This design comes from an exercise in tuning for small area, a short achievable clock period and few clock cycles per item on the open sky130 flow, not from production work. The RTL was checked by simulation tests, not by an equivalence proof against the original design.

==> flow/design.v (excerpt) <==
module calendar_day_difference
(
  input  logic              clk,
  input  logic              rst_n,
  input  logic              start,
  output logic              busy,
  input  logic [DayW-1:0]   in_first_day,
  input  logic [MonW-1:0]   in_first_month,
  input  logic [YearW-1:0]  in_first_year,
  input  logic [DayW-1:0]   in_second_day,
  input  logic [MonW-1:0]   in_second_month,
  input  logic [YearW-1:0]  in_second_year,
  output logic              out_valid,
  output logic [CountW-1:0] out_day_count
);
  localparam int SumW   = 24;              
  assign busy = 1'b0;
  logic [DayW-1:0]  in_day  [2];
  logic [MonW-1:0]  in_mon  [2];
  logic [YearW-1:0] in_year [2];
  assign in_day[0]  = in_first_day;
  assign in_mon[0]  = in_first_month;
  assign in_year[0] = in_first_year;
  assign in_day[1]  = in_second_day;
  assign in_mon[1]  = in_second_month;
  assign in_year[1] = in_second_year;
  logic [YearW-1:0] s0_year_r [2];
  logic [9:0]       s0_md_r   [2];    
  logic [3:0]       s0_fl_r   [2];    
  for (genvar i = 0; i < 2; i++) begin : g_in
    logic [8:0] mst;                    
    logic       early, f29, c29, c30;
    always_comb begin
      mst =
        (in_mon[i] == 4'd2) ? 9'd31 :
        (in_mon[i] == 4'd3) ? 9'd59 :
        (in_mon[i] == 4'd4) ? 9'd90 :
        (in_mon[i] == 4'd5) ? 9'd120 :
        (in_mon[i] == 4'd6) ? 9'd151 :
        (in_mon[i] == 4'd7) ? 9'd181 :
        (in_mon[i] == 4'd8) ? 9'd212 :
        (in_mon[i] == 4'd9) ? 9'd243 :
        (in_mon[i] == 4'd10) ? 9'd273 :
        (in_mon[i] == 4'd11) ? 9'd304 :
        (in_mon[i] == 4'd12) ? 9'd334 : 9'd0;
      early = (in_mon[i] <= 4'd2) | (in_mon[i] >= 4'd13);
      f29   = (in_mon[i] == 4'd2) & (in_day[i] == 5'd29);
      c29   = (in_mon[i] == 4'd2) & (in_day[i] == 5'd30);
      c30   = (in_day[i] == 5'd31) &
              ((in_mon[i] == 4'd2) | (in_mon[i] == 4'd4) | (in_mon[i] == 4'd6) |
               (in_mon[i] == 4'd9) | (in_mon[i] == 4'd11));
    end
    always_ff @(posedge clk) begin
  ...
Size: ~1500 cells after synthesis, ~170 flip-flops, about 73 I/O pins, about 0.014 mm^2 of cells after synthesis.
clock: 9.5 ns
lec_check: 0
cap_margin: 20
core_margin: 2
core_utilization: 40
cts_buf_list: sky130_fd_sc_hd__clkbuf_4 sky130_fd_sc_hd__clkbuf_8
setup_slack_margin: 5
slew_margin: 20
run.sh (not shown) runs the stock make flow with config.mk's settings and CLKGATE_MAP_FILE= SYNTH_SCRIPT=/design/flow/synth_recipe.tcl, a recipe that flattens the netlist after the stock synthesis.
Testbench counts at the start, summed over its fixed seeds: cycles 16,040, items 16,000.
Edit:
==> flow/flow/run.sh (new file) <==
#!/bin/bash
# The standard layout (standard.sh, unchanged otherwise), with repair_timing
# aiming 6.5 ns below the clock period instead of 5 ns. The clock period and
# the constraints are the design's.
set -euo pipefail
sed 's/SETUP_SLACK_MARGIN=5 /SETUP_SLACK_MARGIN=6.5 /' standard.sh > standard_m.sh
grep -q 'SETUP_SLACK_MARGIN=6.5 ' standard_m.sh
bash standard_m.sh > standard.log 2>&1
==> flow/standard.sh (new file) <==
#!/bin/bash
# synth_recipe.tcl (not shown) runs the flow's synth.tcl, then flattens the netlist and writes it again
# the make line also repeats each setting of config.mk as NAME=value (left out here)
make -C /OpenROAD-flow-scripts/flow DESIGN_CONFIG=/design/flow/config.mk WORK_HOME=/design/flow/orfs CLKGATE_MAP_FILE= SYNTH_SCRIPT=/design/flow/synth_recipe.tcl "${@:-finish}"
--- a/flow/config.mk
+++ b/flow/config.mk
@@ -11 +10,0 @@
-export CTS_BUF_LIST = sky130_fd_sc_hd__clkbuf_4 sky130_fd_sc_hd__clkbuf_8
removed: flow/run.sh
=>
- The changed run finished clean
- critical path depth rose by 6
- clock skew falls by 0.0043 ns
- worst setup slack gets better by 0.57 ns
- die area is unchanged
- design area came out higher by about 20%
- maximum frequency rose by about 15%
- wire length came out higher by about 12%
- global-route usage increases by 1.4 points
Edit:
==> flow/run.sh (new file) <==
#!/bin/bash
# synth_recipe.tcl (not shown) runs the flow's synth.tcl, then flattens the netlist and writes it again
# the make line also repeats each setting of config.mk as NAME=value (left out here)
make -C /OpenROAD-flow-scripts/flow DESIGN_CONFIG=/design/flow/config.mk WORK_HOME=/design/flow/orfs CLKGATE_MAP_FILE= SYNTH_SCRIPT=/design/flow/synth_recipe.tcl finish
--- a/flow/config.mk
+++ b/flow/config.mk
@@ -10 +10 @@
-export CORE_UTILIZATION = 40
+export CORE_UTILIZATION = 65
removed: flow/flow/run.sh
removed: flow/standard.sh
=> The new run finished with timing, DRC and antenna clean; global-route usage is higher by 9.3 points; final area fell by about a fifth; sequential share of layout area goes up by 3.0 points; first-iteration DRC count grows by a little under a tenth; via count goes down by a few percent; cell count fell by about a fifth; routed wire length is lower by roughly a tenth; setup slack gets worse by 0.59 ns; non-clock buffer count goes down by 141.


Setup of lane 1:
Starting RTL as in the previous note.
// calendar_day_difference
module calendar_day_difference
(
  input  logic              clk,
  input  logic              rst_n,
  input  logic              start,
  output logic              busy,
  input  logic [DayW-1:0]   in_first_day,
  input  logic [MonW-1:0]   in_first_month,
  input  logic [YearW-1:0]  in_first_year,
  input  logic [DayW-1:0]   in_second_day,
  input  logic [MonW-1:0]   in_second_month,
  input  logic [YearW-1:0]  in_second_year,
  output logic              out_valid,
  output logic [CountW-1:0] out_day_count
);
clock: 9.5 ns
lec_check: 0
cap_margin: 20
core_margin: 2
core_utilization: 40
setup_slack_margin: 5
slew_margin: 20
standard.sh (not shown) runs the stock make flow with config.mk's settings and CLKGATE_MAP_FILE= SYNTH_SCRIPT=/design/flow/synth_recipe.tcl, a recipe that flattens the netlist after the stock synthesis.
==> flow/flow/run.sh <==
#!/bin/bash
# Standard layout; keeps a copy of the scripts it was given.
cp standard.sh standard_sh.log
cp config.mk config_mk.log
bash standard.sh > standard.log 2>&1
Testbench counts of lane 1, summed over its fixed seeds: cycles 16,040, items 16,000.
Relative to lane 1, the following input files were edited for lane 2:
==> flow/run.sh (new file) <==
#!/bin/bash
# synth_recipe.tcl (not shown) runs the flow's synth.tcl, then flattens the netlist and writes it again
# the make line also repeats each setting of config.mk as NAME=value (left out here)
make -C /OpenROAD-flow-scripts/flow DESIGN_CONFIG=/design/flow/config.mk WORK_HOME=/design/flow/orfs CLKGATE_MAP_FILE= SYNTH_SCRIPT=/design/flow/synth_recipe.tcl finish
removed: flow/flow/run.sh
removed: flow/standard.sh
[summary]
- Comparing lane 2 against lane 1, there is no change at all in number of nets in the layout.
- All of lane 1 and lane 2 finish clean.
- Diff lane 2..lane 1 | sequential cell count of the final layout | unchanged

-- port drivers added, routing unchanged --
How much do the figures lean on ideal ports? The routed layouts below were timed once more, with nothing changed but the port constraints.
Step 1, drivers: a clkbuf_16 drives clk and a buf_2 each remaining input, both assumed.
Step 2 also shifts input and output timing later by t, the mid clock arrival at the registers, as if the neighbouring blocks saw the same clock.
a / b / c = ideal / step 1 / step 2; a / b = the first two.
run	t (ns)	slack for setup (ns)	worst setup path at the end
the first run of note 1	0.524	5.165 / 5.193 / 4.670	input to register
the second run of note 1	0.478	5.733 / 5.733 / 5.442	input to register
the third run of note 1	0.480	5.144 / 5.144 / 4.714	input to register
lane 1	0.486	5.219 / 5.219 / 4.930	input to register
lane 2	0.486	5.219 / 5.219 / 4.930	input to register
After both steps every run listed still meets setup and hold. The setup slack of the first run of note 1, which loses most, moves by +0.028 ns with the drivers and by -0.495 ns with both steps.
